Context: an optimization exercise on an open-source flow, tuned for small area and a short achievable clock period. The choices shown serve that exercise and are no tape-out recipe. In this exercise RTL edits were held to simulation tests only and were not proved equivalent to the original. Power and IR drop assume default switching activity.

Setup of build 54:
## apb_slave_regbank
module apb_slave_regbank #(
  parameter int                          NUM_SLAVES  = 3,
  parameter int                          ADDR_WIDTH  = 32,
  parameter int                          DATA_WIDTH  = 32,
  parameter int                          DEPTH       = 16,
  parameter int                          WAIT_CYCLES = 0,
  parameter logic [DATA_WIDTH-1:0]       RESET_VALUE = '0
) (
  input  logic                    pclk,
  input  logic                    presetn,
  input  logic [NUM_SLAVES-1:0]   psel,
  input  logic                    penable,
  input  logic                    pwrite,
  input  logic [ADDR_WIDTH-1:0]   paddr,
  input  logic [DATA_WIDTH-1:0]   pwdata,
  input  logic [DATA_WIDTH/8-1:0] pstrb,
  output logic [DATA_WIDTH-1:0]   prdata,
  output logic                    pready,
  output logic                    pslverr
);
For scale: roughly 1,700 flip-flops, about 59,000 µm² of cells after synthesis.
Settings: LEC_CHECK=0, CAP_MARGIN=20, CORE_MARGIN=2, CORE_UTILIZATION=30, CTS_BUF_LIST=sky130_fd_sc_hd__clkbuf_8, CTS_CLUSTER_DIAMETER=60, CTS_CLUSTER_SIZE=16, SETUP_SLACK_MARGIN=3.8, SLEW_MARGIN=20, SYNTH_HIERARCHICAL=1; clock period 6.0 ns.
run.sh (not shown) runs the stock make flow with config.mk's settings and CLKGATE_MAP_FILE= SYNTH_SCRIPT=/design/flow/synth_recipe.tcl, a recipe that flattens the netlist after the stock synthesis.
The following lists how build 77 was set up differently from build 54:
# build 54
export LEC_CHECK = 0
export CAP_MARGIN = 20
export CORE_MARGIN = 2
export CORE_UTILIZATION = 30
export CTS_BUF_LIST = sky130_fd_sc_hd__clkbuf_8
export CTS_CLUSTER_DIAMETER = 60
export CTS_CLUSTER_SIZE = 16
export SETUP_SLACK_MARGIN = 3.8
export SLEW_MARGIN = 20
export SYNTH_HIERARCHICAL = 1
create_clock -name core_clock -period 6.0 [get_ports {pclk}]
# build 77
export LEC_CHECK = 0
export CAP_MARGIN = 20
export CORE_MARGIN = 2
export CORE_UTILIZATION = 30
export CTS_BUF_LIST = sky130_fd_sc_hd__clkbuf_8
export CTS_CLUSTER_DIAMETER = 60
export CTS_CLUSTER_SIZE = 16
export SETUP_SLACK_MARGIN = 3.0
export SLEW_MARGIN = 20
export SYNTH_HIERARCHICAL = 1
create_clock -name core_clock -period 6.0 [get_ports {pclk}]
--- outcome ---
Taking build 54 as the reference, in build 77 clock network contribution to total cell area shows no meaningful change, final instance area shrank by 3.5%.
Going from build 54 to build 77, top achievable clock speed dropped 13%; met1 wire length dropped 8.2%; power of the combinational group dropped about 17%; critical path depth in cells dropped 2; post-placement worst setup slack dropped 0.069 ns.
Routed via count on build 77 is ahead of build 54.
Input changes introduced in build 2 (baseline for comparison: build 77):
# build 77
export LEC_CHECK = 0
export CAP_MARGIN = 20
export CORE_MARGIN = 2
export CORE_UTILIZATION = 30
export CTS_BUF_LIST = sky130_fd_sc_hd__clkbuf_8
export CTS_CLUSTER_DIAMETER = 60
export CTS_CLUSTER_SIZE = 16
export SETUP_SLACK_MARGIN = 3.0
export SLEW_MARGIN = 20
export SYNTH_HIERARCHICAL = 1
create_clock -name core_clock -period 6.0 [get_ports {pclk}]
# build 2
export LEC_CHECK = 0
export CAP_MARGIN = 20
export CORE_MARGIN = 2
export CORE_UTILIZATION = 35
export CTS_BUF_LIST = sky130_fd_sc_hd__clkbuf_8
export CTS_CLUSTER_DIAMETER = 60
export CTS_CLUSTER_SIZE = 16
export SETUP_SLACK_MARGIN = 3.4
export SLEW_MARGIN = 20
export SYNTH_HIERARCHICAL = 1
create_clock -name core_clock -period 6.0 [get_ports {pclk}]
==> summary.txt <==
- Going from build 77 to build 2, global-route met2 utilization went up, number of H-tree levels went down, area used by multi-input combinational logic went up, total power went down, final worst-path cycle share went down.
- Compared to build 77, build 2 shows a wider setup margin.
- psel[0] as the startpoint of the worst setup timing path was reported by build 77, and wstrb_q[3] by build 2.
### build 2 -> build 6
# build 2
export LEC_CHECK = 0
export CAP_MARGIN = 20
export CORE_MARGIN = 2
export CORE_UTILIZATION = 35
export CTS_BUF_LIST = sky130_fd_sc_hd__clkbuf_8
export CTS_CLUSTER_DIAMETER = 60
export CTS_CLUSTER_SIZE = 16
export SETUP_SLACK_MARGIN = 3.4
export SLEW_MARGIN = 20
export SYNTH_HIERARCHICAL = 1
create_clock -name core_clock -period 6.0 [get_ports {pclk}]
# build 6
export LEC_CHECK = 0
export CAP_MARGIN = 20
export CORE_MARGIN = 2
export CORE_UTILIZATION = 30
export CTS_BUF_LIST = sky130_fd_sc_hd__clkbuf_8
export CTS_CLUSTER_DIAMETER = 60
export CTS_CLUSTER_SIZE = 16
export SETUP_SLACK_MARGIN = 4.3
export SLEW_MARGIN = 20
export SYNTH_HIERARCHICAL = 1
create_clock -name core_clock -period 6.0 [get_ports {pclk}]
## What came out
- Required arrival time at the worst endpoint: lower on build 6
- Relative to build 2, number of post-CTS setup repair buffers has increased by 156 in build 6.
- Build 6 vs build 2: count of clock-buffer cells in the layout up in build 6
- Comparing build 6 and build 2, the higher post-layout minimum cycle time is on build 6.
- Compared build 6 vs build 2, and logic gate share of total power is up in build 6.
- Compare build 6 and build 2 | non-clock buffer count lower: build 2
- Build 2 and build 6 ended up with roughly the same hold slack.
- From build 2 to build 6 the numbers moved as follows: largest net degree at the start of global routing went up 5.4%; final area went up 9.0%.
- Delta (build 6 minus build 2): slack of the critical path went down 0.0032 ns; clock skew went down 0.0049 ns.
Changes in build 59 relative to build 6:
# build 6
export LEC_CHECK = 0
export CAP_MARGIN = 20
export CORE_MARGIN = 2
export CORE_UTILIZATION = 30
export CTS_BUF_LIST = sky130_fd_sc_hd__clkbuf_8
export CTS_CLUSTER_DIAMETER = 60
export CTS_CLUSTER_SIZE = 16
export SETUP_SLACK_MARGIN = 4.3
export SLEW_MARGIN = 20
export SYNTH_HIERARCHICAL = 1
create_clock -name core_clock -period 6.0 [get_ports {pclk}]
# build 59
export LEC_CHECK = 0
export CAP_MARGIN = 20
export CORE_MARGIN = 2
export CORE_UTILIZATION = 30
export CTS_BUF_LIST = sky130_fd_sc_hd__clkbuf_8
export CTS_CLUSTER_DIAMETER = 60
export CTS_CLUSTER_SIZE = 16
export SETUP_SLACK_MARGIN = 3.4
export SLEW_MARGIN = 20
export SYNTH_HIERARCHICAL = 1
create_clock -name core_clock -period 6.0 [get_ports {pclk}]
Notes after the runs:
Build 6 → build 59: minimum setup slack in the final design -0.026 ns; global-route usage -0.72 points; HPWL reported at the end of detailed placement +about 2.8%; arrival time reported for the critical path endpoint +0.02 ns; number of global-route vias before repair -1,573.
> inputs changed (build 59 -> build 93)
==> flow/flow/run.sh (new file) <==
#!/bin/bash
set -euo pipefail
bash standard.sh MATCH_CELL_FOOTPRINT=0 finish > standard_flow.log 2>&1
==> flow/standard.sh (new file) <==
#!/bin/bash
# synth_recipe.tcl (not shown) runs the flow's synth.tcl, then flattens the netlist and writes it again
# the make line also repeats each setting of config.mk as NAME=value (left out here)
make -C /OpenROAD-flow-scripts/flow DESIGN_CONFIG=/design/flow/config.mk WORK_HOME=/design/flow/orfs CLKGATE_MAP_FILE= SYNTH_SCRIPT=/design/flow/synth_recipe.tcl "${@:-finish}"
removed: flow/run.sh
### Flow results
- Compared with build 59, in build 93 via count of the first global-routing pass saw little to no change, largest net degree at the start of global routing held steady, met2 wire length stayed essentially flat, power consumed by the clock network shows a reduction of about 5.6%.
- Total power: build 93 below build 59
- Looking at post-route clock period utilization, build 93 sits 0.66 points lower than build 59 does.
- Compared to build 59, build 93 has slack of the critical path 0.040 ns higher.
- Wire length across build 59 and build 93: no real change.
- Build 93 completed end to end with timing, DRC and antenna clean.
- Build 59 went all the way through the flow, and no timing, DRC or antenna check failed.
- Build 59 → build 93: clock period minus worst slack went down by 0.040 ns, cell area neither gained nor lost much.

afterwards: timing with drivers on the ports:
Ports are ideal in the flow. The routed layouts listed here were re-timed in OpenROAD.
Step 1 assumes that a clkbuf_16 drives the clock port and a buf_2 every other input.
Step 2 adds t to the input delays and takes it off the output delays; t is the mean of the earliest and latest rising clock arrival at the registers after step 1. Input paths then give back, and output paths get back, about the clock's delay inside the block.
a / b / c = no drivers / after step 1 / after step 2; a / b = the first two.
run	t (ns)	setup slack, ns	worst setup path after step 2
build 54	0.979	3.286 / 3.127 / 2.147	input to register
build 77	0.955	2.892 / 2.936 / 1.982	input to register
build 2	0.901	3.327 / 3.327 / 2.462	input to register
build 6	0.955	3.324 / 3.249 / 2.496	input to register
build 59	0.955	3.298 / 3.229 / 2.458	input to register
build 93	0.940	3.338 / 3.265 / 2.447	input to register
After both steps setup and hold are still met in every run listed. For build 54, which loses most, drivers alone change the setup slack by -0.159 ns; drivers and shift together by -1.139 ns.
